Source: an optimization exercise on an open RTL-to-GDS flow (aim: small area and a short achievable clock period). Production flows keep margins and buffers that such runs may drop.
No run shown here included a check of the RTL's function; only the layout flow was run.
No activity file was given, so power comes from the tool's default toggle rates.

## flow/design.v (module list and top-level ports; edited modules follow where they fit)
// module mult_top: 1357 lines
// module mult_fa: 10 lines
// module mult_ha: 9 lines
module mult_top (
    input  logic               clk,
    input  logic               reset,
    input  logic               in_valid,
    input  mult_pkg::operand_t a,
    input  mult_pkg::operand_t b,
    output logic               out_valid,
    output mult_pkg::product_u product
);
  // ...
==> flow/run.sh <==
#!/bin/bash
# synth_recipe.tcl (not shown) runs the flow's synth.tcl, then flattens the netlist and writes it again
# the make line also repeats each setting of config.mk as NAME=value (left out here)
make -C /OpenROAD-flow-scripts/flow DESIGN_CONFIG=/design/flow/config.mk WORK_HOME=/design/flow/orfs CLKGATE_MAP_FILE= SYNTH_SCRIPT=/design/flow/synth_recipe.tcl finish
==> flow/config.mk <==
export PLATFORM = sky130hd
export DESIGN_NAME = mult_top
export DESIGN_NICKNAME = mult_top
export VERILOG_FILES = /design/flow/design.v
export SDC_FILE = /design/flow/constraint.sdc
export NUM_CORES = 4
export LEC_CHECK = 0
export CAP_MARGIN = 20
export CORE_MARGIN = 2
export CORE_UTILIZATION = 40
export PLACE_DENSITY = 0.6
export SETUP_SLACK_MARGIN = 5
export SLEW_MARGIN = 20
export SYNTH_HIERARCHICAL = 1
==> flow/constraint.sdc <==
create_clock -name core_clock -period 8.0 [get_ports {clk}]
set_input_delay 1.6000 -clock core_clock [delete_from_list [all_inputs] [get_ports {clk}]]
set_output_delay 1.6000 -clock core_clock [all_outputs]
set_load 0.01 [all_outputs]
==> impl_metrics.env, run 1 <==
export IMPL_status="complete, no violations"
export IMPL_cp_max_fo=7
export IMPL_diodes=0
export IMPL_synthXorXnorAreaFrac_pct=1.763
export IMPL_setup_ws_ps=4872
export IMPL_hold_path_startpoint="z[1]$_SDFF_PP1_"
export IMPL_seq_area_share_pct=25.60
export IMPL_path_cells="and2_4, fa_2, fa_2, fa_2, fa_2, fa_2"
export IMPL_cts_hold_buf=0
export IMPL_io_buffers=67
export IMPL_startpoint_type="register"
export IMPL_cp_end_kind="register"
export IMPL_synth_adder_area_share_pct=41.06
export IMPL_slew_headroom_pct=60.14
export IMPL_synth_top_flop_cell="dfxtp_1"
export IMPL_die_h_um=169.3
export IMPL_taps=341
export IMPL_drv_cap=0
export IMPL_globalRouteMet3Util_pct=4.361
export IMPL_power_uw=5266
export IMPL_cp_arrival_ps=3500
export IMPL_synth_top_area_share_pct=35.91
export IMPL_max_freq_ghz=0.3197
export IMPL_ir_worst_vdd_v=0.0001933
export IMPL_p_leak_uw=0.005654
export IMPL_grt_setup_unrepaired="true"
export IMPL_synth_most_common_cell="and2_1"
export IMPL_grt_max_degree=34
==> inputs of run 2 (changes only) <==
--- a/flow/design.v
+++ b/flow/design.v
@@ -800,294 +800,294 @@
             out_valid <= 1'b0;
         end else begin
             v         <= {v[1:1], in_valid};
             z[1]      <= z[1] & ~in_valid;
             z[2:2] <= z[1:1];
             out_valid <= v[2];
         end
     end
-    assign pp_0_0 = a_r[0] & b_r[0];
-    assign pp_0_1 = a_r[0] & b_r[1];
-    assign pp_0_2 = a_r[0] & b_r[2];
-    assign pp_0_3 = a_r[0] & b_r[3];
-    assign pp_0_4 = a_r[0] & b_r[4];
-    assign pp_0_5 = a_r[0] & b_r[5];
-    assign pp_0_6 = a_r[0] & b_r[6];
-    assign pp_0_7 = a_r[0] & b_r[7];
-    assign pp_0_8 = a_r[0] & b_r[8];
-    assign pp_0_9 = a_r[0] & b_r[9];
-    assign pp_0_10 = a_r[0] & b_r[10];
-    assign pp_0_11 = a_r[0] & b_r[11];
-    assign pp_0_12 = a_r[0] & b_r[12];
-    assign pp_0_13 = a_r[0] & b_r[13];
-    assign pp_0_14 = a_r[0] & b_r[14];
-    assign pp_0_15 = a_r[0] & b_r[15];
-    assign pp_1_0 = a_r[1] & b_r[0];
-    assign pp_1_1 = a_r[1] & b_r[1];
-    assign pp_1_2 = a_r[1] & b_r[2];
-    assign pp_1_3 = a_r[1] & b_r[3];
-    assign pp_1_4 = a_r[1] & b_r[4];
-    assign pp_1_5 = a_r[1] & b_r[5];
-    assign pp_1_6 = a_r[1] & b_r[6];
-    assign pp_1_7 = a_r[1] & b_r[7];
-    assign pp_1_8 = a_r[1] & b_r[8];
-    assign pp_1_9 = a_r[1] & b_r[9];
-    assign pp_1_10 = a_r[1] & b_r[10];
-    assign pp_1_11 = a_r[1] & b_r[11];
-    assign pp_1_12 = a_r[1] & b_r[12];
-    assign pp_1_13 = a_r[1] & b_r[13];
-    assign pp_1_14 = a_r[1] & b_r[14];
-    assign pp_1_15 = a_r[1] & b_r[15];
-    assign pp_2_0 = a_r[2] & b_r[0];
-    assign pp_2_1 = a_r[2] & b_r[1];
-    assign pp_2_2 = a_r[2] & b_r[2];
-    assign pp_2_3 = a_r[2] & b_r[3];
-    assign pp_2_4 = a_r[2] & b_r[4];
-    assign pp_2_5 = a_r[2] & b_r[5];
-    assign pp_2_6 = a_r[2] & b_r[6];
-    assign pp_2_7 = a_r[2] & b_r[7];
-    assign pp_2_8 = a_r[2] & b_r[8];
-    assign pp_2_9 = a_r[2] & b_r[9];
-    assign pp_2_10 = a_r[2] & b_r[10];
-    assign pp_2_11 = a_r[2] & b_r[11];
-    assign pp_2_12 = a_r[2] & b_r[12];
-    assign pp_2_13 = a_r[2] & b_r[13];
-    assign pp_2_14 = a_r[2] & b_r[14];
-    assign pp_2_15 = a_r[2] & b_r[15];
-    assign pp_3_0 = a_r[3] & b_r[0];
-    assign pp_3_1 = a_r[3] & b_r[1];
-    assign pp_3_2 = a_r[3] & b_r[2];
-    assign pp_3_3 = a_r[3] & b_r[3];
-    assign pp_3_4 = a_r[3] & b_r[4];
-    assign pp_3_5 = a_r[3] & b_r[5];
-    assign pp_3_6 = a_r[3] & b_r[6];
-    assign pp_3_7 = a_r[3] & b_r[7];
-    assign pp_3_8 = a_r[3] & b_r[8];
-    assign pp_3_9 = a_r[3] & b_r[9];
-    assign pp_3_10 = a_r[3] & b_r[10];
-    assign pp_3_11 = a_r[3] & b_r[11];
-    assign pp_3_12 = a_r[3] & b_r[12];
-    assign pp_3_13 = a_r[3] & b_r[13];
-    assign pp_3_14 = a_r[3] & b_r[14];
-    assign pp_3_15 = a_r[3] & b_r[15];
-    assign pp_4_0 = a_r[4] & b_r[0];
-    assign pp_4_1 = a_r[4] & b_r[1];
-    assign pp_4_2 = a_r[4] & b_r[2];
-    assign pp_4_3 = a_r[4] & b_r[3];
-    assign pp_4_4 = a_r[4] & b_r[4];
-    assign pp_4_5 = a_r[4] & b_r[5];
-    assign pp_4_6 = a_r[4] & b_r[6];
-    assign pp_4_7 = a_r[4] & b_r[7];
-    assign pp_4_8 = a_r[4] & b_r[8];
-    assign pp_4_9 = a_r[4] & b_r[9];
-    assign pp_4_10 = a_r[4] & b_r[10];
-    assign pp_4_11 = a_r[4] & b_r[11];
-    assign pp_4_12 = a_r[4] & b_r[12];
-    assign pp_4_13 = a_r[4] & b_r[13];
-    assign pp_4_14 = a_r[4] & b_r[14];
-    assign pp_4_15 = a_r[4] & b_r[15];
-    assign pp_5_0 = a_r[5] & b_r[0];
-    assign pp_5_1 = a_r[5] & b_r[1];
-    assign pp_5_2 = a_r[5] & b_r[2];
-    assign pp_5_3 = a_r[5] & b_r[3];
-    assign pp_5_4 = a_r[5] & b_r[4];
-    assign pp_5_5 = a_r[5] & b_r[5];
-    assign pp_5_6 = a_r[5] & b_r[6];
-    assign pp_5_7 = a_r[5] & b_r[7];
-    assign pp_5_8 = a_r[5] & b_r[8];
-    assign pp_5_9 = a_r[5] & b_r[9];
-    assign pp_5_10 = a_r[5] & b_r[10];
-    assign pp_5_11 = a_r[5] & b_r[11];
-    assign pp_5_12 = a_r[5] & b_r[12];
-    assign pp_5_13 = a_r[5] & b_r[13];
-    assign pp_5_14 = a_r[5] & b_r[14];
-    assign pp_5_15 = a_r[5] & b_r[15];
-    assign pp_6_0 = a_r[6] & b_r[0];
-    assign pp_6_1 = a_r[6] & b_r[1];
-    assign pp_6_2 = a_r[6] & b_r[2];
-    assign pp_6_3 = a_r[6] & b_r[3];
-    assign pp_6_4 = a_r[6] & b_r[4];
-    assign pp_6_5 = a_r[6] & b_r[5];
-    assign pp_6_6 = a_r[6] & b_r[6];
-    assign pp_6_7 = a_r[6] & b_r[7];
-    assign pp_6_8 = a_r[6] & b_r[8];
-    assign pp_6_9 = a_r[6] & b_r[9];
-    assign pp_6_10 = a_r[6] & b_r[10];
-    assign pp_6_11 = a_r[6] & b_r[11];
-    assign pp_6_12 = a_r[6] & b_r[12];
-    assign pp_6_13 = a_r[6] & b_r[13];
-    assign pp_6_14 = a_r[6] & b_r[14];
-    assign pp_6_15 = a_r[6] & b_r[15];
-    assign pp_7_0 = a_r[7] & b_r[0];
-    assign pp_7_1 = a_r[7] & b_r[1];
-    assign pp_7_2 = a_r[7] & b_r[2];
-    assign pp_7_3 = a_r[7] & b_r[3];
-    assign pp_7_4 = a_r[7] & b_r[4];
-    assign pp_7_5 = a_r[7] & b_r[5];
-    assign pp_7_6 = a_r[7] & b_r[6];
-    assign pp_7_7 = a_r[7] & b_r[7];
-    assign pp_7_8 = a_r[7] & b_r[8];
-    assign pp_7_9 = a_r[7] & b_r[9];
-    assign pp_7_10 = a_r[7] & b_r[10];
-    assign pp_7_11 = a_r[7] & b_r[11];
-    assign pp_7_12 = a_r[7] & b_r[12];
-    assign pp_7_13 = a_r[7] & b_r[13];
-    assign pp_7_14 = a_r[7] & b_r[14];
-    assign pp_7_15 = a_r[7] & b_r[15];
-    assign pp_8_0 = a_r[8] & b_r[0];
-    assign pp_8_1 = a_r[8] & b_r[1];
-    assign pp_8_2 = a_r[8] & b_r[2];
-    assign pp_8_3 = a_r[8] & b_r[3];
-    assign pp_8_4 = a_r[8] & b_r[4];
-    assign pp_8_5 = a_r[8] & b_r[5];
-    assign pp_8_6 = a_r[8] & b_r[6];
-    assign pp_8_7 = a_r[8] & b_r[7];
-    assign pp_8_8 = a_r[8] & b_r[8];
-    assign pp_8_9 = a_r[8] & b_r[9];
-    assign pp_8_10 = a_r[8] & b_r[10];
-    assign pp_8_11 = a_r[8] & b_r[11];
-    assign pp_8_12 = a_r[8] & b_r[12];
-    assign pp_8_13 = a_r[8] & b_r[13];
-    assign pp_8_14 = a_r[8] & b_r[14];
-    assign pp_8_15 = a_r[8] & b_r[15];
-    assign pp_9_0 = a_r[9] & b_r[0];
-    assign pp_9_1 = a_r[9] & b_r[1];
-    assign pp_9_2 = a_r[9] & b_r[2];
-    assign pp_9_3 = a_r[9] & b_r[3];
-    assign pp_9_4 = a_r[9] & b_r[4];
-    assign pp_9_5 = a_r[9] & b_r[5];
-    assign pp_9_6 = a_r[9] & b_r[6];
-    assign pp_9_7 = a_r[9] & b_r[7];
-    assign pp_9_8 = a_r[9] & b_r[8];
-    assign pp_9_9 = a_r[9] & b_r[9];
-    assign pp_9_10 = a_r[9] & b_r[10];
-    assign pp_9_11 = a_r[9] & b_r[11];
-    assign pp_9_12 = a_r[9] & b_r[12];
-    assign pp_9_13 = a_r[9] & b_r[13];
-    assign pp_9_14 = a_r[9] & b_r[14];
-    assign pp_9_15 = a_r[9] & b_r[15];
-    assign pp_10_0 = a_r[10] & b_r[0];
-    assign pp_10_1 = a_r[10] & b_r[1];
-    assign pp_10_2 = a_r[10] & b_r[2];
-    assign pp_10_3 = a_r[10] & b_r[3];
-    assign pp_10_4 = a_r[10] & b_r[4];
-    assign pp_10_5 = a_r[10] & b_r[5];
-    assign pp_10_6 = a_r[10] & b_r[6];
-    assign pp_10_7 = a_r[10] & b_r[7];
-    assign pp_10_8 = a_r[10] & b_r[8];
-    assign pp_10_9 = a_r[10] & b_r[9];
-    assign pp_10_10 = a_r[10] & b_r[10];
-    assign pp_10_11 = a_r[10] & b_r[11];
-    assign pp_10_12 = a_r[10] & b_r[12];
-    assign pp_10_13 = a_r[10] & b_r[13];
-    assign pp_10_14 = a_r[10] & b_r[14];
-    assign pp_10_15 = a_r[10] & b_r[15];
-    assign pp_11_0 = a_r[11] & b_r[0];
-    assign pp_11_1 = a_r[11] & b_r[1];
-    assign pp_11_2 = a_r[11] & b_r[2];
-    assign pp_11_3 = a_r[11] & b_r[3];
-    assign pp_11_4 = a_r[11] & b_r[4];
-    assign pp_11_5 = a_r[11] & b_r[5];
-    assign pp_11_6 = a_r[11] & b_r[6];
-    assign pp_11_7 = a_r[11] & b_r[7];
-    assign pp_11_8 = a_r[11] & b_r[8];
-    assign pp_11_9 = a_r[11] & b_r[9];
-    assign pp_11_10 = a_r[11] & b_r[10];
-    assign pp_11_11 = a_r[11] & b_r[11];
-    assign pp_11_12 = a_r[11] & b_r[12];
-    assign pp_11_13 = a_r[11] & b_r[13];
-    assign pp_11_14 = a_r[11] & b_r[14];
-    assign pp_11_15 = a_r[11] & b_r[15];
-    assign pp_12_0 = a_r[12] & b_r[0];
-    assign pp_12_1 = a_r[12] & b_r[1];
-    assign pp_12_2 = a_r[12] & b_r[2];
-    assign pp_12_3 = a_r[12] & b_r[3];
-    assign pp_12_4 = a_r[12] & b_r[4];
-    assign pp_12_5 = a_r[12] & b_r[5];
-    assign pp_12_6 = a_r[12] & b_r[6];
-    assign pp_12_7 = a_r[12] & b_r[7];
-    assign pp_12_8 = a_r[12] & b_r[8];
-    assign pp_12_9 = a_r[12] & b_r[9];
-    assign pp_12_10 = a_r[12] & b_r[10];
-    assign pp_12_11 = a_r[12] & b_r[11];
-    assign pp_12_12 = a_r[12] & b_r[12];
-    assign pp_12_13 = a_r[12] & b_r[13];
-    assign pp_12_14 = a_r[12] & b_r[14];
-    assign pp_12_15 = a_r[12] & b_r[15];
-    assign pp_13_0 = a_r[13] & b_r[0];
-    assign pp_13_1 = a_r[13] & b_r[1];
-    assign pp_13_2 = a_r[13] & b_r[2];
-    assign pp_13_3 = a_r[13] & b_r[3];
-    assign pp_13_4 = a_r[13] & b_r[4];
-    assign pp_13_5 = a_r[13] & b_r[5];
-    assign pp_13_6 = a_r[13] & b_r[6];
-    assign pp_13_7 = a_r[13] & b_r[7];
-    assign pp_13_8 = a_r[13] & b_r[8];
-    assign pp_13_9 = a_r[13] & b_r[9];
-    assign pp_13_10 = a_r[13] & b_r[10];
-    assign pp_13_11 = a_r[13] & b_r[11];
-    assign pp_13_12 = a_r[13] & b_r[12];
-    assign pp_13_13 = a_r[13] & b_r[13];
-    assign pp_13_14 = a_r[13] & b_r[14];
-    assign pp_13_15 = a_r[13] & b_r[15];
-    assign pp_14_0 = a_r[14] & b_r[0];
-    assign pp_14_1 = a_r[14] & b_r[1];
-    assign pp_14_2 = a_r[14] & b_r[2];
-    assign pp_14_3 = a_r[14] & b_r[3];
-    assign pp_14_4 = a_r[14] & b_r[4];
-    assign pp_14_5 = a_r[14] & b_r[5];
-    assign pp_14_6 = a_r[14] & b_r[6];
-    assign pp_14_7 = a_r[14] & b_r[7];
-    assign pp_14_8 = a_r[14] & b_r[8];
-    assign pp_14_9 = a_r[14] & b_r[9];
-    assign pp_14_10 = a_r[14] & b_r[10];
-    assign pp_14_11 = a_r[14] & b_r[11];
-    assign pp_14_12 = a_r[14] & b_r[12];
-    assign pp_14_13 = a_r[14] & b_r[13];
-    assign pp_14_14 = a_r[14] & b_r[14];
-    assign pp_14_15 = a_r[14] & b_r[15];
-    assign pp_15_0 = a_r[15] & b_r[0];
-    assign pp_15_1 = a_r[15] & b_r[1];
-    assign pp_15_2 = a_r[15] & b_r[2];
-    assign pp_15_3 = a_r[15] & b_r[3];
-    assign pp_15_4 = a_r[15] & b_r[4];
-    assign pp_15_5 = a_r[15] & b_r[5];
-    assign pp_15_6 = a_r[15] & b_r[6];
-    assign pp_15_7 = a_r[15] & b_r[7];
-    assign pp_15_8 = a_r[15] & b_r[8];
-    assign pp_15_9 = a_r[15] & b_r[9];
-    assign pp_15_10 = a_r[15] & b_r[10];
-    assign pp_15_11 = a_r[15] & b_r[11];
-    assign pp_15_12 = a_r[15] & b_r[12];
-    assign pp_15_13 = a_r[15] & b_r[13];
-    assign pp_15_14 = a_r[15] & b_r[14];
-    assign pp_15_15 = a_r[15] & b_r[15];
-    mult_ha u_s1 (.x(pp_0_13), .y(pp_1_12), .s(s1), .c(c2));
+    assign pp_0_0 = ~(a_r[0] & b_r[0]);
+    assign pp_0_1 = ~(a_r[0] & b_r[1]);
+    assign pp_0_2 = ~(a_r[0] & b_r[2]);
+    assign pp_0_3 = ~(a_r[0] & b_r[3]);
+    assign pp_0_4 = ~(a_r[0] & b_r[4]);
+    assign pp_0_5 = ~(a_r[0] & b_r[5]);
+    assign pp_0_6 = ~(a_r[0] & b_r[6]);
+    assign pp_0_7 = ~(a_r[0] & b_r[7]);
+    assign pp_0_8 = ~(a_r[0] & b_r[8]);
+    assign pp_0_9 = ~(a_r[0] & b_r[9]);
+    assign pp_0_10 = ~(a_r[0] & b_r[10]);
+    assign pp_0_11 = ~(a_r[0] & b_r[11]);
+    assign pp_0_12 = ~(a_r[0] & b_r[12]);
+    assign pp_0_13 = ~(a_r[0] & b_r[13]);
+    assign pp_0_14 = ~(a_r[0] & b_r[14]);
+    assign pp_0_15 = ~(a_r[0] & b_r[15]);
+    assign pp_1_0 = ~(a_r[1] & b_r[0]);
+    assign pp_1_1 = ~(a_r[1] & b_r[1]);
+    assign pp_1_2 = ~(a_r[1] & b_r[2]);
+    assign pp_1_3 = ~(a_r[1] & b_r[3]);
+    assign pp_1_4 = ~(a_r[1] & b_r[4]);
+    assign pp_1_5 = ~(a_r[1] & b_r[5]);
+    assign pp_1_6 = ~(a_r[1] & b_r[6]);
+    assign pp_1_7 = ~(a_r[1] & b_r[7]);
+    assign pp_1_8 = ~(a_r[1] & b_r[8]);
+    assign pp_1_9 = ~(a_r[1] & b_r[9]);
+    assign pp_1_10 = ~(a_r[1] & b_r[10]);
+    assign pp_1_11 = ~(a_r[1] & b_r[11]);
+    assign pp_1_12 = ~(a_r[1] & b_r[12]);
+    assign pp_1_13 = ~(a_r[1] & b_r[13]);
+    assign pp_1_14 = ~(a_r[1] & b_r[14]);
+    assign pp_1_15 = ~(a_r[1] & b_r[15]);
+    assign pp_2_0 = ~(a_r[2] & b_r[0]);
+    assign pp_2_1 = ~(a_r[2] & b_r[1]);
+    assign pp_2_2 = ~(a_r[2] & b_r[2]);
+    assign pp_2_3 = ~(a_r[2] & b_r[3]);
+    assign pp_2_4 = ~(a_r[2] & b_r[4]);
+    assign pp_2_5 = ~(a_r[2] & b_r[5]);
+    assign pp_2_6 = ~(a_r[2] & b_r[6]);
+    assign pp_2_7 = ~(a_r[2] & b_r[7]);
+    assign pp_2_8 = ~(a_r[2] & b_r[8]);
+    assign pp_2_9 = ~(a_r[2] & b_r[9]);
+    assign pp_2_10 = ~(a_r[2] & b_r[10]);
+    assign pp_2_11 = ~(a_r[2] & b_r[11]);
+    assign pp_2_12 = ~(a_r[2] & b_r[12]);
+    assign pp_2_13 = ~(a_r[2] & b_r[13]);
+    assign pp_2_14 = ~(a_r[2] & b_r[14]);
+    assign pp_2_15 = ~(a_r[2] & b_r[15]);
+    assign pp_3_0 = ~(a_r[3] & b_r[0]);
+    assign pp_3_1 = ~(a_r[3] & b_r[1]);
+    assign pp_3_2 = ~(a_r[3] & b_r[2]);
+    assign pp_3_3 = ~(a_r[3] & b_r[3]);
+    assign pp_3_4 = ~(a_r[3] & b_r[4]);
+    assign pp_3_5 = ~(a_r[3] & b_r[5]);
+    assign pp_3_6 = ~(a_r[3] & b_r[6]);
+    assign pp_3_7 = ~(a_r[3] & b_r[7]);
+    assign pp_3_8 = ~(a_r[3] & b_r[8]);
+    assign pp_3_9 = ~(a_r[3] & b_r[9]);
+    assign pp_3_10 = ~(a_r[3] & b_r[10]);
+    assign pp_3_11 = ~(a_r[3] & b_r[11]);
+    assign pp_3_12 = ~(a_r[3] & b_r[12]);
+    assign pp_3_13 = ~(a_r[3] & b_r[13]);
+    assign pp_3_14 = ~(a_r[3] & b_r[14]);
+    assign pp_3_15 = ~(a_r[3] & b_r[15]);
+    assign pp_4_0 = ~(a_r[4] & b_r[0]);
+    assign pp_4_1 = ~(a_r[4] & b_r[1]);
+    assign pp_4_2 = ~(a_r[4] & b_r[2]);
+    assign pp_4_3 = ~(a_r[4] & b_r[3]);
+    assign pp_4_4 = ~(a_r[4] & b_r[4]);
+    assign pp_4_5 = ~(a_r[4] & b_r[5]);
+    assign pp_4_6 = ~(a_r[4] & b_r[6]);
+    assign pp_4_7 = ~(a_r[4] & b_r[7]);
+    assign pp_4_8 = ~(a_r[4] & b_r[8]);
+    assign pp_4_9 = ~(a_r[4] & b_r[9]);
+    assign pp_4_10 = ~(a_r[4] & b_r[10]);
+    assign pp_4_11 = ~(a_r[4] & b_r[11]);
+    assign pp_4_12 = ~(a_r[4] & b_r[12]);
+    assign pp_4_13 = ~(a_r[4] & b_r[13]);
+    assign pp_4_14 = ~(a_r[4] & b_r[14]);
+    assign pp_4_15 = ~(a_r[4] & b_r[15]);
+    assign pp_5_0 = ~(a_r[5] & b_r[0]);
+    assign pp_5_1 = ~(a_r[5] & b_r[1]);
+    assign pp_5_2 = ~(a_r[5] & b_r[2]);
+    assign pp_5_3 = ~(a_r[5] & b_r[3]);
+    assign pp_5_4 = ~(a_r[5] & b_r[4]);
+    assign pp_5_5 = ~(a_r[5] & b_r[5]);
+    assign pp_5_6 = ~(a_r[5] & b_r[6]);
+    assign pp_5_7 = ~(a_r[5] & b_r[7]);
+    assign pp_5_8 = ~(a_r[5] & b_r[8]);
+    assign pp_5_9 = ~(a_r[5] & b_r[9]);
+    assign pp_5_10 = ~(a_r[5] & b_r[10]);
+    assign pp_5_11 = ~(a_r[5] & b_r[11]);
+    assign pp_5_12 = ~(a_r[5] & b_r[12]);
+    assign pp_5_13 = ~(a_r[5] & b_r[13]);
+    assign pp_5_14 = ~(a_r[5] & b_r[14]);
+    assign pp_5_15 = ~(a_r[5] & b_r[15]);
+    assign pp_6_0 = ~(a_r[6] & b_r[0]);
+    assign pp_6_1 = ~(a_r[6] & b_r[1]);
+    assign pp_6_2 = ~(a_r[6] & b_r[2]);
+    assign pp_6_3 = ~(a_r[6] & b_r[3]);
+    assign pp_6_4 = ~(a_r[6] & b_r[4]);
+    assign pp_6_5 = ~(a_r[6] & b_r[5]);
+    assign pp_6_6 = ~(a_r[6] & b_r[6]);
+    assign pp_6_7 = ~(a_r[6] & b_r[7]);
+    assign pp_6_8 = ~(a_r[6] & b_r[8]);
+    assign pp_6_9 = ~(a_r[6] & b_r[9]);
+    assign pp_6_10 = ~(a_r[6] & b_r[10]);
+    assign pp_6_11 = ~(a_r[6] & b_r[11]);
+    assign pp_6_12 = ~(a_r[6] & b_r[12]);
+    assign pp_6_13 = ~(a_r[6] & b_r[13]);
+    assign pp_6_14 = ~(a_r[6] & b_r[14]);
+    assign pp_6_15 = ~(a_r[6] & b_r[15]);
+    assign pp_7_0 = ~(a_r[7] & b_r[0]);
+    assign pp_7_1 = ~(a_r[7] & b_r[1]);
+    assign pp_7_2 = ~(a_r[7] & b_r[2]);
+    assign pp_7_3 = ~(a_r[7] & b_r[3]);
+    assign pp_7_4 = ~(a_r[7] & b_r[4]);
+    assign pp_7_5 = ~(a_r[7] & b_r[5]);
+    assign pp_7_6 = ~(a_r[7] & b_r[6]);
+    assign pp_7_7 = ~(a_r[7] & b_r[7]);
+    assign pp_7_8 = ~(a_r[7] & b_r[8]);
+    assign pp_7_9 = ~(a_r[7] & b_r[9]);
+    assign pp_7_10 = ~(a_r[7] & b_r[10]);
+    assign pp_7_11 = ~(a_r[7] & b_r[11]);
+    assign pp_7_12 = ~(a_r[7] & b_r[12]);
+    assign pp_7_13 = ~(a_r[7] & b_r[13]);
+    assign pp_7_14 = ~(a_r[7] & b_r[14]);
+    assign pp_7_15 = ~(a_r[7] & b_r[15]);
+    assign pp_8_0 = ~(a_r[8] & b_r[0]);
+    assign pp_8_1 = ~(a_r[8] & b_r[1]);
+    assign pp_8_2 = ~(a_r[8] & b_r[2]);
+    assign pp_8_3 = ~(a_r[8] & b_r[3]);
+    assign pp_8_4 = ~(a_r[8] & b_r[4]);
+    assign pp_8_5 = ~(a_r[8] & b_r[5]);
+    assign pp_8_6 = ~(a_r[8] & b_r[6]);
+    assign pp_8_7 = ~(a_r[8] & b_r[7]);
+    assign pp_8_8 = ~(a_r[8] & b_r[8]);
+    assign pp_8_9 = ~(a_r[8] & b_r[9]);
+    assign pp_8_10 = ~(a_r[8] & b_r[10]);
+    assign pp_8_11 = ~(a_r[8] & b_r[11]);
+    assign pp_8_12 = ~(a_r[8] & b_r[12]);
+    assign pp_8_13 = ~(a_r[8] & b_r[13]);
+    assign pp_8_14 = ~(a_r[8] & b_r[14]);
+    assign pp_8_15 = ~(a_r[8] & b_r[15]);
+    assign pp_9_0 = ~(a_r[9] & b_r[0]);
+    assign pp_9_1 = ~(a_r[9] & b_r[1]);
+    assign pp_9_2 = ~(a_r[9] & b_r[2]);
+    assign pp_9_3 = ~(a_r[9] & b_r[3]);
+    assign pp_9_4 = ~(a_r[9] & b_r[4]);
+    assign pp_9_5 = ~(a_r[9] & b_r[5]);
+    assign pp_9_6 = ~(a_r[9] & b_r[6]);
+    assign pp_9_7 = ~(a_r[9] & b_r[7]);
+    assign pp_9_8 = ~(a_r[9] & b_r[8]);
+    assign pp_9_9 = ~(a_r[9] & b_r[9]);
+    assign pp_9_10 = ~(a_r[9] & b_r[10]);
+    assign pp_9_11 = ~(a_r[9] & b_r[11]);
+    assign pp_9_12 = ~(a_r[9] & b_r[12]);
+    assign pp_9_13 = ~(a_r[9] & b_r[13]);
+    assign pp_9_14 = ~(a_r[9] & b_r[14]);
+    assign pp_9_15 = ~(a_r[9] & b_r[15]);
+    assign pp_10_0 = ~(a_r[10] & b_r[0]);
+    assign pp_10_1 = ~(a_r[10] & b_r[1]);
+    assign pp_10_2 = ~(a_r[10] & b_r[2]);
+    assign pp_10_3 = ~(a_r[10] & b_r[3]);
+    assign pp_10_4 = ~(a_r[10] & b_r[4]);
+    assign pp_10_5 = ~(a_r[10] & b_r[5]);
+    assign pp_10_6 = ~(a_r[10] & b_r[6]);
+    assign pp_10_7 = ~(a_r[10] & b_r[7]);
+    assign pp_10_8 = ~(a_r[10] & b_r[8]);
+    assign pp_10_9 = ~(a_r[10] & b_r[9]);
+    assign pp_10_10 = ~(a_r[10] & b_r[10]);
+    assign pp_10_11 = ~(a_r[10] & b_r[11]);
+    assign pp_10_12 = ~(a_r[10] & b_r[12]);
+    assign pp_10_13 = ~(a_r[10] & b_r[13]);
+    assign pp_10_14 = ~(a_r[10] & b_r[14]);
+    assign pp_10_15 = ~(a_r[10] & b_r[15]);
+    assign pp_11_0 = ~(a_r[11] & b_r[0]);
+    assign pp_11_1 = ~(a_r[11] & b_r[1]);
+    assign pp_11_2 = ~(a_r[11] & b_r[2]);
+    assign pp_11_3 = ~(a_r[11] & b_r[3]);
+    assign pp_11_4 = ~(a_r[11] & b_r[4]);
+    assign pp_11_5 = ~(a_r[11] & b_r[5]);
+    assign pp_11_6 = ~(a_r[11] & b_r[6]);
+    assign pp_11_7 = ~(a_r[11] & b_r[7]);
+    assign pp_11_8 = ~(a_r[11] & b_r[8]);
+    assign pp_11_9 = ~(a_r[11] & b_r[9]);
+    assign pp_11_10 = ~(a_r[11] & b_r[10]);
+    assign pp_11_11 = ~(a_r[11] & b_r[11]);
+    assign pp_11_12 = ~(a_r[11] & b_r[12]);
+    assign pp_11_13 = ~(a_r[11] & b_r[13]);
+    assign pp_11_14 = ~(a_r[11] & b_r[14]);
+    assign pp_11_15 = ~(a_r[11] & b_r[15]);
+    assign pp_12_0 = ~(a_r[12] & b_r[0]);
+    assign pp_12_1 = ~(a_r[12] & b_r[1]);
+    assign pp_12_2 = ~(a_r[12] & b_r[2]);
+    assign pp_12_3 = ~(a_r[12] & b_r[3]);
+    assign pp_12_4 = ~(a_r[12] & b_r[4]);
+    assign pp_12_5 = ~(a_r[12] & b_r[5]);
+    assign pp_12_6 = ~(a_r[12] & b_r[6]);
+    assign pp_12_7 = ~(a_r[12] & b_r[7]);
+    assign pp_12_8 = ~(a_r[12] & b_r[8]);
+    assign pp_12_9 = ~(a_r[12] & b_r[9]);
+    assign pp_12_10 = ~(a_r[12] & b_r[10]);
+    assign pp_12_11 = ~(a_r[12] & b_r[11]);
+    assign pp_12_12 = ~(a_r[12] & b_r[12]);
+    assign pp_12_13 = ~(a_r[12] & b_r[13]);
+    assign pp_12_14 = ~(a_r[12] & b_r[14]);
+    assign pp_12_15 = ~(a_r[12] & b_r[15]);
+    assign pp_13_0 = ~(a_r[13] & b_r[0]);
+    assign pp_13_1 = ~(a_r[13] & b_r[1]);
+    assign pp_13_2 = ~(a_r[13] & b_r[2]);
+    assign pp_13_3 = ~(a_r[13] & b_r[3]);
+    assign pp_13_4 = ~(a_r[13] & b_r[4]);
+    assign pp_13_5 = ~(a_r[13] & b_r[5]);
+    assign pp_13_6 = ~(a_r[13] & b_r[6]);
+    assign pp_13_7 = ~(a_r[13] & b_r[7]);
+    assign pp_13_8 = ~(a_r[13] & b_r[8]);
+    assign pp_13_9 = ~(a_r[13] & b_r[9]);
+    assign pp_13_10 = ~(a_r[13] & b_r[10]);
+    assign pp_13_11 = ~(a_r[13] & b_r[11]);
+    assign pp_13_12 = ~(a_r[13] & b_r[12]);
+    assign pp_13_13 = ~(a_r[13] & b_r[13]);
+    assign pp_13_14 = ~(a_r[13] & b_r[14]);
+    assign pp_13_15 = ~(a_r[13] & b_r[15]);
+    assign pp_14_0 = ~(a_r[14] & b_r[0]);
+    assign pp_14_1 = ~(a_r[14] & b_r[1]);
+    assign pp_14_2 = ~(a_r[14] & b_r[2]);
+    assign pp_14_3 = ~(a_r[14] & b_r[3]);
+    assign pp_14_4 = ~(a_r[14] & b_r[4]);
+    assign pp_14_5 = ~(a_r[14] & b_r[5]);
+    assign pp_14_6 = ~(a_r[14] & b_r[6]);
+    assign pp_14_7 = ~(a_r[14] & b_r[7]);
+    assign pp_14_8 = ~(a_r[14] & b_r[8]);
+    assign pp_14_9 = ~(a_r[14] & b_r[9]);
+    assign pp_14_10 = ~(a_r[14] & b_r[10]);
+    assign pp_14_11 = ~(a_r[14] & b_r[11]);
+    assign pp_14_12 = ~(a_r[14] & b_r[12]);
+    assign pp_14_13 = ~(a_r[14] & b_r[13]);
+    assign pp_14_14 = ~(a_r[14] & b_r[14]);
+    assign pp_14_15 = ~(a_r[14] & b_r[15]);
+    assign pp_15_0 = ~(a_r[15] & b_r[0]);
+    assign pp_15_1 = ~(a_r[15] & b_r[1]);
+    assign pp_15_2 = ~(a_r[15] & b_r[2]);
+    assign pp_15_3 = ~(a_r[15] & b_r[3]);
+    assign pp_15_4 = ~(a_r[15] & b_r[4]);
+    assign pp_15_5 = ~(a_r[15] & b_r[5]);
+    assign pp_15_6 = ~(a_r[15] & b_r[6]);
+    assign pp_15_7 = ~(a_r[15] & b_r[7]);
+    assign pp_15_8 = ~(a_r[15] & b_r[8]);
+    assign pp_15_9 = ~(a_r[15] & b_r[9]);
+    assign pp_15_10 = ~(a_r[15] & b_r[10]);
+    assign pp_15_11 = ~(a_r[15] & b_r[11]);
+    assign pp_15_12 = ~(a_r[15] & b_r[12]);
+    assign pp_15_13 = ~(a_r[15] & b_r[13]);
+    assign pp_15_14 = ~(a_r[15] & b_r[14]);
+    assign pp_15_15 = ~(a_r[15] & b_r[15]);
+    mult_hai u_s1 (.x(pp_0_13), .y(pp_1_12), .s(s1), .c(c2));
     mult_fa u_s3 (.x(pp_0_14), .y(pp_1_13), .z(pp_2_12), .s(s3), .c(c4));
-    mult_ha u_s5 (.x(pp_3_11), .y(pp_4_10), .s(s5), .c(c6));
+    mult_hai u_s5 (.x(pp_3_11), .y(pp_4_10), .s(s5), .c(c6));
     mult_fa u_s7 (.x(pp_0_15), .y(pp_1_14), .z(pp_2_13), .s(s7), .c(c8));
     mult_fa u_s9 (.x(pp_3_12), .y(pp_4_11), .z(pp_5_10), .s(s9), .c(c10));
-    mult_ha u_s11 (.x(pp_6_9), .y(pp_7_8), .s(s11), .c(c12));
+    mult_hai u_s11 (.x(pp_6_9), .y(pp_7_8), .s(s11), .c(c12));
     mult_fa u_s13 (.x(pp_1_15), .y(pp_2_14), .z(pp_3_13), .s(s13), .c(c14));
     mult_fa u_s15 (.x(pp_4_12), .y(pp_5_11), .z(pp_6_10), .s(s15), .c(c16));
-    mult_ha u_s17 (.x(pp_7_9), .y(pp_8_8), .s(s17), .c(c18));
+    mult_hai u_s17 (.x(pp_7_9), .y(pp_8_8), .s(s17), .c(c18));
     mult_fa u_s19 (.x(pp_2_15), .y(pp_3_14), .z(pp_4_13), .s(s19), .c(c20));
     mult_fa u_s21 (.x(pp_5_12), .y(pp_6_11), .z(pp_7_10), .s(s21), .c(c22));
     mult_fa u_s23 (.x(pp_3_15), .y(pp_4_14), .z(pp_5_13), .s(s23), .c(c24));
-    mult_ha u_s25 (.x(pp_0_9), .y(pp_1_8), .s(s25), .c(c26));
+    mult_hai u_s25 (.x(pp_0_9), .y(pp_1_8), .s(s25), .c(c26));
     mult_fa u_s27 (.x(pp_0_10), .y(pp_1_9), .z(pp_2_8), .s(s27), .c(c28));
-    mult_ha u_s29 (.x(pp_3_7), .y(pp_4_6), .s(s29), .c(c30));
+    mult_hai u_s29 (.x(pp_3_7), .y(pp_4_6), .s(s29), .c(c30));
     mult_fa u_s31 (.x(pp_0_11), .y(pp_1_10), .z(pp_2_9), .s(s31), .c(c32));
     mult_fa u_s33 (.x(pp_3_8), .y(pp_4_7), .z(pp_5_6), .s(s33), .c(c34));
-    mult_ha u_s35 (.x(pp_6_5), .y(pp_7_4), .s(s35), .c(c36));
+    mult_hai u_s35 (.x(pp_6_5), .y(pp_7_4), .s(s35), .c(c36));
     mult_fa u_s37 (.x(pp_0_12), .y(pp_1_11), .z(pp_2_10), .s(s37), .c(c38));
     mult_fa u_s39 (.x(pp_3_9), .y(pp_4_8), .z(pp_5_7), .s(s39), .c(c40));
     mult_fa u_s41 (.x(pp_6_6), .y(pp_7_5), .z(pp_8_4), .s(s41), .c(c42));
-    mult_ha u_s43 (.x(pp_9_3), .y(pp_10_2), .s(s43), .c(c44));
+    mult_hai u_s43 (.x(pp_9_3), .y(pp_10_2), .s(s43), .c(c44));
     mult_fa u_s45 (.x(pp_2_11), .y(pp_3_10), .z(pp_4_9), .s(s45), .c(c46));
     mult_fa u_s47 (.x(pp_5_8), .y(pp_6_7), .z(pp_7_6), .s(s47), .c(c48));
     mult_fa u_s49 (.x(pp_8_5), .y(pp_9_4), .z(pp_10_3), .s(s49), .c(c50));
     mult_fa u_s51 (.x(pp_11_2), .y(pp_12_1), .z(pp_13_0), .s(s51), .c(c52));
     mult_fa u_s53 (.x(pp_5_9), .y(pp_6_8), .z(pp_7_7), .s(s53), .c(c54));
     mult_fa u_s55 (.x(pp_8_6), .y(pp_9_5), .z(pp_10_4), .s(s55), .c(c56));
     mult_fa u_s57 (.x(pp_11_3), .y(pp_12_2), .z(pp_13_1), .s(s57), .c(c58));
     mult_fa u_s59 (.x(pp_14_0), .y(c2), .z(s5), .s(s59), .c(c60));
@@ -1112,22 +1112,22 @@
     mult_fa u_s97 (.x(pp_10_9), .y(pp_11_8), .z(pp_12_7), .s(s97), .c(c98));
     mult_fa u_s99 (.x(pp_13_6), .y(pp_14_5), .z(pp_15_4), .s(s99), .c(c100));
     mult_fa u_s101 (.x(pp_5_15), .y(pp_6_14), .z(pp_7_13), .s(s101), .c(c102));
     mult_fa u_s103 (.x(pp_8_12), .y(pp_9_11), .z(pp_10_10), .s(s103), .c(c104));
     mult_fa u_s105 (.x(pp_11_9), .y(pp_12_8), .z(pp_13_7), .s(s105), .c(c106));
     mult_fa u_s107 (.x(pp_6_15), .y(pp_7_14), .z(pp_8_13), .s(s107), .c(c108));
     mult_fa u_s109 (.x(pp_9_12), .y(pp_10_11), .z(pp_11_10), .s(s109), .c(c110));
     mult_fa u_s111 (.x(pp_7_15), .y(pp_8_14), .z(pp_9_13), .s(s111), .c(c112));
-    mult_ha u_s113 (.x(pp_0_6), .y(pp_1_5), .s(s113), .c(c114));
+    mult_hai u_s113 (.x(pp_0_6), .y(pp_1_5), .s(s113), .c(c114));
     mult_fa u_s115 (.x(pp_0_7), .y(pp_1_6), .z(pp_2_5), .s(s115), .c(c116));
-    mult_ha u_s117 (.x(pp_3_4), .y(pp_4_3), .s(s117), .c(c118));
+    mult_hai u_s117 (.x(pp_3_4), .y(pp_4_3), .s(s117), .c(c118));
     mult_fa u_s119 (.x(pp_0_8), .y(pp_1_7), .z(pp_2_6), .s(s119), .c(c120));
     mult_fa u_s121 (.x(pp_3_5), .y(pp_4_4), .z(pp_5_3), .s(s121), .c(c122));
-    mult_ha u_s123 (.x(pp_6_2), .y(pp_7_1), .s(s123), .c(c124));
+    mult_hai u_s123 (.x(pp_6_2), .y(pp_7_1), .s(s123), .c(c124));
     mult_fa u_s125 (.x(pp_2_7), .y(pp_3_6), .z(pp_4_5), .s(s125), .c(c126));
     mult_fa u_s127 (.x(pp_5_4), .y(pp_6_3), .z(pp_7_2), .s(s127), .c(c128));
     mult_fa u_s129 (.x(pp_8_1), .y(pp_9_0), .z(s25), .s(s129), .c(c130));
     mult_fa u_s131 (.x(pp_5_5), .y(pp_6_4), .z(pp_7_3), .s(s131), .c(c132));
     mult_fa u_s133 (.x(pp_8_2), .y(pp_9_1), .z(pp_10_0), .s(s133), .c(c134));
     mult_fa u_s135 (.x(c26), .y(s29), .z(s27), .s(s135), .c(c136));
     mult_fa u_s137 (.x(pp_8_3), .y(pp_9_2), .z(pp_10_1), .s(s137), .c(c138));
     mult_fa u_s139 (.x(pp_11_0), .y(c30), .z(s35), .s(s139), .c(c140));
@@ -1166,19 +1166,19 @@
     mult_fa u_s205 (.x(pp_13_9), .y(pp_14_8), .z(pp_15_7), .s(s205), .c(c206));
     mult_fa u_s207 (.x(c108), .y(c110), .z(s111), .s(s207), .c(c208));
     mult_fa u_s209 (.x(pp_8_15), .y(pp_9_14), .z(pp_10_13), .s(s209), .c(c210));
     mult_fa u_s211 (.x(pp_11_12), .y(pp_12_11), .z(pp_13_10), .s(s211), .c(c212));
     mult_fa u_s213 (.x(pp_14_9), .y(pp_15_8), .z(c112), .s(s213), .c(c214));
     mult_fa u_s215 (.x(pp_9_15), .y(pp_10_14), .z(pp_11_13), .s(s215), .c(c216));
     mult_fa u_s217 (.x(pp_12_12), .y(pp_13_11), .z(pp_14_10), .s(s217), .c(c218));
     mult_fa u_s219 (.x(pp_10_15), .y(pp_11_14), .z(pp_12_13), .s(s219), .c(c220));
-    mult_ha u_s221 (.x(pp_0_4), .y(pp_1_3), .s(s221), .c(c222));
+    mult_hai u_s221 (.x(pp_0_4), .y(pp_1_3), .s(s221), .c(c222));
     mult_fa u_s223 (.x(pp_0_5), .y(pp_1_4), .z(pp_2_3), .s(s223), .c(c224));
-    mult_ha u_s225 (.x(pp_3_2), .y(pp_4_1), .s(s225), .c(c226));
+    mult_hai u_s225 (.x(pp_3_2), .y(pp_4_1), .s(s225), .c(c226));
     mult_fa u_s227 (.x(pp_2_4), .y(pp_3_3), .z(pp_4_2), .s(s227), .c(c228));
     mult_fa u_s229 (.x(pp_5_1), .y(pp_6_0), .z(s113), .s(s229), .c(c230));
     mult_fa u_s231 (.x(pp_5_2), .y(pp_6_1), .z(pp_7_0), .s(s231), .c(c232));
     mult_fa u_s233 (.x(c114), .y(s117), .z(s115), .s(s233), .c(c234));
     mult_fa u_s235 (.x(pp_8_0), .y(c118), .z(s123), .s(s235), .c(c236));
     mult_fa u_s237 (.x(c116), .y(s119), .z(s121), .s(s237), .c(c238));
     mult_fa u_s239 (.x(c124), .y(c120), .z(c122), .s(s239), .c(c240));
     mult_fa u_s241 (.x(s125), .y(s127), .z(s129), .s(s241), .c(c242));
@@ -1212,43 +1212,43 @@
     mult_fa u_s297 (.x(s211), .y(s213), .z(c208), .s(s297), .c(c298));
     mult_fa u_s299 (.x(pp_15_9), .y(c210), .z(c212), .s(s299), .c(c300));
     mult_fa u_s301 (.x(s215), .y(s217), .z(c214), .s(s301), .c(c302));
     mult_fa u_s303 (.x(pp_13_12), .y(pp_14_11), .z(pp_15_10), .s(s303), .c(c304));
     mult_fa u_s305 (.x(c216), .y(c218), .z(s219), .s(s305), .c(c306));
     mult_fa u_s307 (.x(pp_11_15), .y(pp_12_14), .z(pp_13_13), .s(s307), .c(c308));
     mult_fa u_s309 (.x(pp_14_12), .y(pp_15_11), .z(c220), .s(s309), .c(c310));
     mult_fa u_s311 (.x(pp_12_15), .y(pp_13_14), .z(pp_14_13), .s(s311), .c(c312));
-    mult_ha u_s313 (.x(pp_0_3), .y(pp_1_2), .s(s313), .c(c314));
+    mult_hai u_s313 (.x(pp_0_3), .y(pp_1_2), .s(s313), .c(c314));
     mult_fa u_s315 (.x(pp_2_2), .y(pp_3_1), .z(pp_4_0), .s(s315), .c(c316));
     mult_fa u_s317 (.x(pp_5_0), .y(c222), .z(s225), .s(s317), .c(c318));
     mult_fa u_s319 (.x(c226), .y(c224), .z(s227), .s(s319), .c(c320));
     mult_fa u_s321 (.x(c228), .y(s231), .z(c230), .s(s321), .c(c322));
     mult_fa u_s323 (.x(c232), .y(s235), .z(c234), .s(s323), .c(c324));
     mult_fa u_s325 (.x(c236), .y(s239), .z(c238), .s(s325), .c(c326));
     mult_fa u_s327 (.x(c240), .y(s243), .z(c242), .s(s327), .c(c328));
     mult_fa u_s329 (.x(c244), .y(s247), .z(c246), .s(s329), .c(c330));
     mult_fa u_s331 (.x(c248), .y(s251), .z(c250), .s(s331), .c(c332));
-    mult_fa u_s333 (.x(c252), .y(s255), .z(c254), .s(s333), .c(c334));
-    mult_fa u_s335 (.x(c256), .y(s259), .z(c258), .s(s335), .c(c336));
+    mult_fa u_s333 (.x(c252), .y(c254), .z(s255), .s(s333), .c(c334));
+    mult_fa u_s335 (.x(c256), .y(c258), .z(s259), .s(s335), .c(c336));
     mult_fa u_s337 (.x(c260), .y(s263), .z(c262), .s(s337), .c(c338));
     mult_fa u_s339 (.x(c264), .y(s267), .z(c266), .s(s339), .c(c340));
     mult_fa u_s341 (.x(c268), .y(s271), .z(c270), .s(s341), .c(c342));
     mult_fa u_s343 (.x(c272), .y(s275), .z(c274), .s(s343), .c(c344));
     mult_fa u_s345 (.x(c276), .y(s279), .z(c278), .s(s345), .c(c346));
-    mult_fa u_s347 (.x(s283), .y(c280), .z(s285), .s(s347), .c(c348));
-    mult_fa u_s349 (.x(c284), .y(s287), .z(s289), .s(s349), .c(c350));
+    mult_fa u_s347 (.x(c280), .y(s283), .z(s285), .s(s347), .c(c348));
+    mult_fa u_s349 (.x(s287), .y(c284), .z(s289), .s(s349), .c(c350));
     mult_fa u_s351 (.x(s291), .y(c288), .z(c290), .s(s351), .c(c352));
-    mult_fa u_s353 (.x(s295), .y(c292), .z(s297), .s(s353), .c(c354));
+    mult_fa u_s353 (.x(s295), .y(c292), .z(c294), .s(s353), .c(c354));
     mult_fa u_s355 (.x(c296), .y(s299), .z(s301), .s(s355), .c(c356));
     mult_fa u_s357 (.x(s303), .y(c300), .z(s305), .s(s357), .c(c358));
     mult_fa u_s359 (.x(c304), .y(s307), .z(s309), .s(s359), .c(c360));
     mult_fa u_s361 (.x(pp_15_12), .y(c308), .z(s311), .s(s361), .c(c362));
     mult_fa u_s363 (.x(pp_13_15), .y(pp_14_14), .z(pp_15_13), .s(s363), .c(c364));
-    mult_ha u_s365 (.x(m1_2_0), .y(m1_2_1), .s(s365), .c(c366));
+    mult_hai u_s365 (.x(m1_2_0), .y(m1_2_1), .s(s365), .c(c366));
     mult_fa u_s367 (.x(m1_3_0), .y(m1_3_1), .z(m1_3_2), .s(s367), .c(c368));
     mult_fa u_s369 (.x(m1_4_0), .y(m1_4_1), .z(m1_4_2), .s(s369), .c(c370));
     mult_fa u_s371 (.x(m1_5_0), .y(m1_5_1), .z(m1_5_2), .s(s371), .c(c372));
     mult_fa u_s373 (.x(m1_6_0), .y(m1_6_1), .z(m1_6_2), .s(s373), .c(c374));
     mult_fa u_s375 (.x(m1_7_0), .y(m1_7_1), .z(m1_7_2), .s(s375), .c(c376));
     mult_fa u_s377 (.x(m1_8_0), .y(m1_8_1), .z(m1_8_2), .s(s377), .c(c378));
     mult_fa u_s379 (.x(m1_9_0), .y(m1_9_1), .z(m1_9_2), .s(s379), .c(c380));
     mult_fa u_s381 (.x(m1_10_0), .y(m1_10_1), .z(m1_10_2), .s(s381), .c(c382));
@@ -1266,17 +1266,17 @@
     mult_fa u_s405 (.x(m1_22_0), .y(m1_22_1), .z(m1_22_2), .s(s405), .c(c406));
     mult_fa u_s407 (.x(m1_23_0), .y(m1_23_1), .z(m1_23_2), .s(s407), .c(c408));
     mult_fa u_s409 (.x(m1_24_0), .y(m1_24_1), .z(m1_24_2), .s(s409), .c(c410));
     mult_fa u_s411 (.x(m1_25_0), .y(m1_25_1), .z(m1_25_2), .s(s411), .c(c412));
     mult_fa u_s413 (.x(m1_26_0), .y(m1_26_1), .z(m1_26_2), .s(s413), .c(c414));
     mult_fa u_s415 (.x(m1_27_0), .y(m1_27_1), .z(m1_27_2), .s(s415), .c(c416));
     mult_fa u_s417 (.x(m1_28_0), .y(m1_28_1), .z(m1_28_2), .s(s417), .c(c418));
     mult_fa u_s419 (.x(m1_29_0), .y(m1_29_1), .z(m1_29_2), .s(s419), .c(c420));
-    assign sum_w = {1'b0, m1_30_0, c418, c416, c414, c412, c410, c408, c406, c404, c402, c400, c398, c396, c394, c392, c390, c388, c386, c384, c382, c380, c378, c376, c374, c372, c370, c368, c366, m1_2_2, m1_1_0, m1_0_0} + {1'b0, c420, s419, s417, s415, s413, s411, s409, s407, s405, s403, s401, s399, s397, s395, s393, s391, s389, s387, s385, s383, s381, s379, s377, s375, s373, s371, s369, s367, s365, m1_1_1, 1'b0};
+    assign sum_w = ~({1'b1, m1_30_0, c418, c416, c414, c412, c410, c408, c406, c404, c402, c400, c398, c396, c394, c392, c390, c388, c386, c384, c382, c380, c378, c376, c374, c372, c370, c368, c366, m1_2_2, m1_1_0, m1_0_0} + {1'b1, c420, s419, s417, s415, s413, s411, s409, s407, s405, s403, s401, s399, s397, s395, s393, s391, s389, s387, s385, s383, s381, s379, s377, s375, s373, s371, s369, s367, s365, m1_1_1, 1'b1} + 32'd1);
     always_ff @(posedge clk) begin
         m1_0_0 <= pp_0_0;
         m1_1_0 <= pp_0_1;
         m1_1_1 <= pp_1_0;
         m1_2_0 <= pp_0_2;
         m1_2_1 <= pp_1_1;
         m1_2_2 <= pp_2_0;
         m1_3_0 <= pp_2_1;
@@ -1334,17 +1334,17 @@
         m1_20_1 <= s347;
         m1_20_2 <= c346;
         m1_21_0 <= c286;
         m1_21_1 <= s349;
         m1_21_2 <= c348;
         m1_22_0 <= s293;
         m1_22_1 <= s351;
         m1_22_2 <= c350;
-        m1_23_0 <= c294;
+        m1_23_0 <= s297;
         m1_23_1 <= c352;
         m1_23_2 <= s353;
         m1_24_0 <= c298;
         m1_24_1 <= s355;
         m1_24_2 <= c354;
         m1_25_0 <= c302;
         m1_25_1 <= s357;
         m1_25_2 <= c356;
@@ -1372,16 +1372,25 @@
     input  logic y,
     input  logic z,
     output logic s,
     output logic c
 );
     assign s = x ^ y ^ z;
     assign c = (x & y) | (x & z) | (y & z);
 endmodule
+module mult_hai (
+    input  logic x,
+    input  logic y,
+    output logic s,
+    output logic c
+);
+    assign s = ~(x ^ y);
+    assign c = x | y;
+endmodule
 module mult_ha (
     input  logic x,
     input  logic y,
     output logic s,
     output logic c
 );
     assign s = x ^ y;
     assign c = x & y;
==> run 2 against run 1 <==
  * Still clean on timing, DRC and antenna
  * Routed wire length increased by 5.5%
  * Synthesized cell count increased by 14%
  * Via count increased by 13%
  * Global-route usage increased by 1.1 points
  * Critical endpoint is now m1_17_2$_DFF_P_
==> impl_metrics.env, run 2 <==
export IMPL_diodes=0
export IMPL_setup_ws_ps=4903
export IMPL_yosysTopAreaCell="fa_1"
export IMPL_hold_depth=1
export IMPL_synth_edff_count=32
export IMPL_synth_commonest_cells="nand2_1, fa_1, dfxtp_1, inv_1, clkbuf_1"
export IMPL_cts_tree="done"
export IMPL_stdcell_count=1508
export IMPL_met3_length_um=2365
export IMPL_grt_pass1_wl_um=45020
export IMPL_power_density_nw_per_um2=424.2
export IMPL_start_util_pct=40.56
export IMPL_vias_per_cell=5.201
export IMPL_cp_arrival_ps=3400
export IMPL_chipWidth_um=169.1
export IMPL_skew_ps=10.63
export IMPL_r2r_start="a_r[0]$_DFFE_PP_"
export IMPL_syn_num_nets=1310
export IMPL_synth_area_leaders="fa_1, dfxtp_1, nand2_1"
export IMPL_drt_met1_wl_um=12440
export IMPL_routed_wl_um=27900
export IMPL_async_flop_share_pct=0
export IMPL_cp_required_ps=8300
export IMPL_ir_worst_vdd_v=0.0002225
export IMPL_grt_usage_pct=20.74
export IMPL_htreeDepth=4
export IMPL_routedWlPerCell_um=18.50
export IMPL_ys_types=56
export IMPL_std_cell_rows=60
export IMPL_r2r_cells=6
export IMPL_tritoncts_num_buffers=17
export IMPL_drv_cap=0
export IMPL_yosys_warnings=7
export IMPL_path_clk_slew_ps=60
export IMPL_worstHoldPathType="reg2reg"
export IMPL_hold_path_startpoint="m1_0_0$_DFF_P_"
export IMPL_cp_max_fo=4
export IMPL_synth_most_common_cell="nand2_1"
export IMPL_core_area_um2=26880
export IMPL_grt_setup_unrepaired="true"
export IMPL_die_area_um2=28590
export IMPL_insertion_delay_ps=430
export IMPL_overflow=0
export IMPL_synth_top_area_share_pct=35.99
export IMPL_design_area_um2=13430
export IMPL_io_buffers=67
export IMPL_dr_pass1_iters=5
export IMPL_setup_viol=0
export IMPL_place_hpwl_um=18970
export IMPL_area_growth_pct=23.21
export IMPL_top_regs="product: 32 flops, a_r: 16 flops, b_r: 16 flops"
export IMPL_maxSlewViolCount=0
export IMPL_grt_max_degree=34
export IMPL_drc=0
export IMPL_yosysSeqAreaShare_pct=31.77
export IMPL_synth_seq_cells=157
export IMPL_fin_nets=1430
export IMPL_slew_headroom_pct=63.10
export IMPL_post_route_period_util_pct=38.71
export IMPL_maxUsedRoutingLayer="met4"
export IMPL_synth_top_flop_cell="dfxtp_1"
export IMPL_die_h_um=169.1
export IMPL_cts_max_path_buffers=2
export IMPL_clock_tree_root_cell="clkbuf_16"
export IMPL_io_pin_count=68
export IMPL_drive_above_1_share_pct=15.42
export IMPL_cp_end_kind="register"
export IMPL_largest_reg_flops=32
export IMPL_regMostFlops="product"
export IMPL_max_freq_ghz=0.3229
export IMPL_hold_viol=0
export IMPL_netlist_area_um2=10900
export IMPL_gp_congestion=0.8545
export IMPL_min_period_ps=3097
export IMPL_cts_sinks=157
export IMPL_postRouteAntennaNets=0
export IMPL_worst_slew_pin_slew_ps=551.5
export IMPL_critPathKind="reg2reg"
export IMPL_setup_tns_final_ps=0
export IMPL_dpl_cell_area_um2=11730
export IMPL_dpl_cell_count=1369
export IMPL_status="complete, no violations"
export IMPL_postSynthCellCount=1034
export IMPL_place_ws_ps=4563
export IMPL_drtIter0Drc=510
export IMPL_p_leak_uw=0.005326
export IMPL_grt_pass1_vias=8261
export IMPL_antenna_found_initial=0
export IMPL_dr_wl_met2_um=12260
export IMPL_final_cell_mix="nand2_1, fa_1, dfxtp_1"
export IMPL_vias=7843
export IMPL_layout_commonest_cell="nand2_1"
export IMPL_startpoint_type="register"
export IMPL_crit_start="a_r[0]$_DFFE_PP_"
export IMPL_avgSynthCellArea_um2=10.54
[run 2: final timing paths]
kind,slack (ps),end
worst min register to register,380,product[0]$_SDFF_PP0_
worst min-delay path,380,product[0]$_SDFF_PP0_
worst max register to register,4900,m1_17_2$_DFF_P_
worst max-delay path,4900,m1_17_2$_DFF_P_
[run 2: routing by layer]
metal / track usage (%) / vias up
li1: - / 3505
met1: 28.60 / 3907
met2: 31.29 / 372
met3: 5.611 / 59
met4: 8.250 / 0
met5: 0 / -
[run 2: cells by family (layout without fill, tap and decap cells)]
logic type / after synthesis / in the layout / synth area share, %
AO/OA/AOI/OAI: 102 / 102 / 6.404
XOR/XNOR: 19 / 19 / 1.526
adder cells (fa/ha/maj): 241 / 241 / 41.16
buffers and inverters: 140 / 273 / 5.038
flip-flops: 157 / 157 / 31.77
multiplexers: 2 / 2 / 0.2295
AND/OR/NAND/NOR: 373 / 373 / 13.88
[run 2: Yosys stat by module, one instance, submodules excluded]
module / times used / area [µm²] / cells inside
mult_hai: 15 / 27.53 / 5
mult_fa: 195 / 20.02 / 1
mult_top: 1 / 6585 / 764
[run 2: final cells by class]
class / instances / area [µm²]
fill: 2390 / 13440
clock buffer: 20 / 436.7
clock inverter: 12 / 111.4
inverter: 66 / 247.7
sequential: 157 / 3463
multi-input combinational: 737 / 7023
tap: 341 / 426.7
timing repair buffer: 175 / 1723
[run 2: repair_timing]
| item | CTS | global route |
|---|---|---|
| pin swaps | 3 | 7 |
| endpoints found under the setup margin | 35 | 28 |
| gates resized for setup | 10 | 27 |
| hold buffers | 0 | 0 |
| setup buffers | 102 | 5 |
[run 2: report_power, final]
part	total, µW	internal [µW]	switching (µW)
logic	3780	1630	2160
registers	1150	1040	108
clock network	767	431	337
total	5700	3100	2600
[run 2: worst max-delay path, stage by stage, from the launching register on]
cell,delay (ps)
edfxtp_1,500
nand2_1,120
fa_1,580
fa_2,460
fa_1,420
fa_2,420
fa_1,470
[run 2: stage by stage]
stage | util, % | hold WS, ps | power [µW]
4_1_cts | 49.42 | 385.5 | 5614
3_3_place_gp | 43.65 | 373.2 | 4671
5_1_grt | 49.98 | 393.6 | 6232
2_1_floorplan | - | 368.2 | 3820
3_5_place_dp | 43.65 | 375.1 | 4705
6_report | 49.98 | 383.6 | 5698
==> inputs of run 3 (changes only) <==
==> flow/flow/run.sh (new file) <==
#!/bin/bash
# Own layout flow: the standard layout (standard.sh, with its unchanged
# synthesis) plus a few extra ORFS make settings from flow/extra.txt, one
# VAR=value per line. Each step's full output goes to a log in this folder.
set -euo pipefail
EXTRA=()
while IFS= read -r l; do
  [[ -n "$l" && "$l" != \#* ]] && EXTRA+=("$l")
done < flow/extra.txt
# standard.sh passes its knobs on make's command line; ours go after them
sed 's#"${@:-finish}"#"${EXTRA[@]}" "${@:-finish}"#' standard.sh > own_standard.sh
( set -- synth; source ./own_standard.sh ) > synth.log 2>&1
( set -- finish; source ./own_standard.sh ) > layout.log 2>&1
test -f out/final.def
==> flow/flow/extra.txt (new file) <==
# port buffers: a plain buffer instead of the delay buffer buffer_ports picks
BUFFER_PORTS_ARGS=-buffer_cell sky130_fd_sc_hd__buf_2
==> flow/standard.sh (new file) <==
#!/bin/bash
# synth_recipe.tcl (not shown) runs the flow's synth.tcl, then flattens the netlist and writes it again
# the make line also repeats each setting of config.mk as NAME=value (left out here)
make -C /OpenROAD-flow-scripts/flow DESIGN_CONFIG=/design/flow/config.mk WORK_HOME=/design/flow/orfs CLKGATE_MAP_FILE= SYNTH_SCRIPT=/design/flow/synth_recipe.tcl "${@:-finish}"
removed: flow/run.sh
==> run 3 against run 2 <==
  * Non-clock buffer count decreased by 9
  * Sequential power hardly changed
  * First-iteration DRC count increased by 2.5%
  * Sequential share of layout area is 0.72 points higher
  * Die area did not move
  * Count of clock-buffer cells in the layout is 2 lower
  * Final cell count is 0.60% lower
  * Critical path type unchanged
  * Critical endpoint unchanged
  * Largest power group unchanged
==> impl_metrics.env, run 3 <==
export IMPL_design_area_um2=13070
export IMPL_yosysSeqAreaShare_pct=31.77
export IMPL_routedWlPerCell_um=18.61
export IMPL_io_buffers=67
export IMPL_cp_required_ps=8300
export IMPL_max_freq_ghz=0.3273
export IMPL_grt_pass1_wl_um=43100
export IMPL_yosysTopAreaCell="fa_1"
export IMPL_chipWidth_um=169.1
export IMPL_die_h_um=169.1
export IMPL_htreeDepth=4
export IMPL_insertion_delay_ps=430
export IMPL_critPathKind="reg2reg"
export IMPL_worst_slew_pin_slew_ps=784.7
export IMPL_async_flop_share_pct=0
export IMPL_cp_arrival_ps=3350
export IMPL_postSynthCellCount=1034
export IMPL_yosys_warnings=7
export IMPL_clock_tree_root_cell="clkbuf_16"
export IMPL_overflow=0
export IMPL_setup_tns_final_ps=0
export IMPL_dr_pass1_iters=7
export IMPL_area_growth_pct=19.84
export IMPL_top_regs="product: 32 flops, a_r: 16 flops, b_r: 16 flops"
export IMPL_final_cell_mix="nand2_1, fa_1, dfxtp_1"
export IMPL_min_period_ps=3056
export IMPL_postRouteAntennaNets=0
export IMPL_synth_adder_area_share_pct=41.16
export IMPL_path_clk_slew_ps=70
export IMPL_synth_seq_cells=157
export IMPL_place_hpwl_um=19470
export IMPL_synth_top_family_by_area="adder cells"
export IMPL_dpl_cell_area_um2=11390
export IMPL_skew_ps=16.66
export IMPL_vias=7731
export IMPL_syn_num_nets=1310
export IMPL_fin_nets=1421
export IMPL_startpoint_type="register"
export IMPL_cts_tree="done"
export IMPL_die_area_um2=28590
export IMPL_grt_usage_pct=20.04
export IMPL_grt_setup_unrepaired="true"
export IMPL_drtIter0Drc=523
export IMPL_ir_worst_vdd_v=0.0002424
export IMPL_synth_compound_area_share_pct=6.404
export IMPL_gp_congestion=0.8488
export IMPL_hold_viol=0
export IMPL_power_density_nw_per_um2=435.9
export IMPL_std_cell_rows=60
export IMPL_path_cells="nand2_1, fa_2, fa_1, fa_2, fa_2, fa_1"
export IMPL_power_uw=5695
export IMPL_cp_max_fo=6
export IMPL_grt_max_degree=34
export IMPL_layout_commonest_cell="nand2_1"
export IMPL_regMostFlops="product"
export IMPL_drv_cap=0
export IMPL_path_delay_family="adder cells"
export IMPL_synth_top_area_share_pct=35.99
export IMPL_maxSlewViolCount=0
export IMPL_synth_area_leaders="fa_1, dfxtp_1, nand2_1"
export IMPL_synth_most_common_cell="nand2_1"
export IMPL_drive_above_1_share_pct=21.68
export IMPL_antenna_found_initial=0
export IMPL_cp_slowest_cell="fa_2"
export IMPL_start_util_pct=40.56
export IMPL_tritoncts_num_buffers=17
export IMPL_avgSynthCellArea_um2=10.54
export IMPL_drc=0
export IMPL_routed_wl_um=27900
export IMPL_status="complete, no violations"
export IMPL_diodes=0
export IMPL_synth_edff_count=32
export IMPL_path_buf_inv=0
export IMPL_cts_hold_buf=0
export IMPL_ys_types=56
export IMPL_cts_max_path_buffers=2
export IMPL_synth_simple_area_share_pct=13.88
export IMPL_critPathMostFrequentCell="fa_2"
export IMPL_synthXorXnorAreaFrac_pct=1.526
export IMPL_worstHoldPathType="reg2reg"
export IMPL_io_pin_count=68
export IMPL_synth_commonest_cells="nand2_1, fa_1, dfxtp_1, inv_1, clkbuf_1"
export IMPL_netlist_area_um2=10900
export IMPL_core_area_um2=26880
export IMPL_setup_viol=0
export IMPL_grt_pass1_vias=7782
export IMPL_post_route_period_util_pct=38.20
export IMPL_synthMuxAreaShare_pct=0.2295
export IMPL_largest_reg_flops=32
export IMPL_p_leak_uw=0.005338
export IMPL_cp_end_kind="register"
export IMPL_worst_path_largest_cell_delay_ps=590
export IMPL_cts_sinks=157
export IMPL_synth_top_flop_cell="dfxtp_1"
export IMPL_slew_headroom_pct=47.69
export IMPL_vias_per_cell=5.157
[run 3: cell counts after synthesis]
Identical to the previous run, type by type.
[run 3: area by class of cell]
type / count / area, µm²
Fill cell: 2434 / 13810
Sequential cell: 157 / 3463
Timing Repair Buffer: 166 / 1346
Clock buffer: 18 / 439.2
Tap cell: 341 / 426.7
Inverter: 66 / 247.7
Clock inverter: 14 / 110.1
Multi-Input combinational cell: 737 / 7032
[run 3: kinds of logic after synthesis]
family,Yosys count
simple gates,373
compound gates,102
buf+inv,140
xor+xnor,19
flops,157
fa+ha+maj,241
mux,2
[run 3: what timing repair did]
item	CTS	global route
pin swaps	9	18
resized for setup	11	33
setup buffers	90	9
endpoints found under the setup margin	35	26
hold endpoints to repair	0	0
[run 3: worst paths after layout]
kind | cells past startpoint | slack (ps) | to | start
hold reg to reg | 1 | 380 | product[0]$_SDFF_PP0_ | m1_0_0$_DFF_P_
setup / recovery | 6 | 4940 | m1_17_2$_DFF_P_ | a_r[1]$_DFFE_PP_
setup reg to reg | 6 | 4940 | m1_17_2$_DFF_P_ | a_r[1]$_DFFE_PP_
hold / removal | 1 | 380 | product[0]$_SDFF_PP0_ | m1_0_0$_DFF_P_
[run 3: per-module statistics from Yosys (local to each module, per instance)]
module | copies in the design | area (µm²)
mult_top | 1 | 6585
mult_hai | 15 | 27.53
mult_fa | 195 | 20.02
[run 3: stage by stage]
step / std cells / setup slack (ps) / util [%] / hold slack, ps
after floorplan: 1034 / 4996 / - / 368.2
after global placement: 1368 / 4650 / 42.38 / 375.9
after detailed placement: 1368 / 4548 / 42.38 / 377.6
after CTS: 1490 / 4971 / 47.95 / 388.5
after global routing: 1499 / 4884 / 48.61 / 412.1
final: 1499 / 4944 / 48.61 / 384.8
[run 3: power breakdown]
part	total (µW)	internal (µW)	switching (µW)	leakage, µW
Combinational	3790	1600	2190	0.00372
Sequential	1150	1040	111	0.00135
Clock	757	411	346	0.000267
[run 3: metal layers]
layer	GRT usage, %	part of all wire (%)	vias to the layer above
met5	0	0	-
met2	30.70	45	310
met3	4.022	6.8	34
met4	5.425	1.7	0
li1	-	-	3483
met1	29.19	46	3904
[run 3: worst register-to-register path: cells and delay by family (launching register included)]
kind	cells	cell delay, ps
adders and majority gates	5	2250
DFF	1	520
and+or+nand+nor	1	150

==> afterwards: timing with drivers on the ports <==
The results above use ideal ports. As a check the final layouts listed here were re-extracted and re-timed, cells and wires unchanged. Step 1 sets driving cells, clkbuf_16 on the clock port and buf_2 on the other inputs (assumed; they add their load-dependent delay and slew). Step 2 also shifts input and output timing later by t, the mid clock arrival at the registers, as if the neighbouring blocks saw the same clock. Three values: ideal, step 1, step 2; two values: the first two.
run	t (ns)	setup WS [ns]	worst setup path at the end	worst data-port slew with drivers (ns)	pins driven straight from the clock port
run 1	0.473	4.872 / 4.872 / 4.815	input to register	0.03	1
run 2	0.472	4.903 / 4.903 / 4.803	input to register	0.03	1
run 3	0.465	4.944 / 4.944 / 4.944	register to register	0.04	1
After both steps every run listed still meets setup and hold. The setup slack of run 2, which loses most, moves by 0.000 ns with the drivers and by -0.100 ns with both steps.
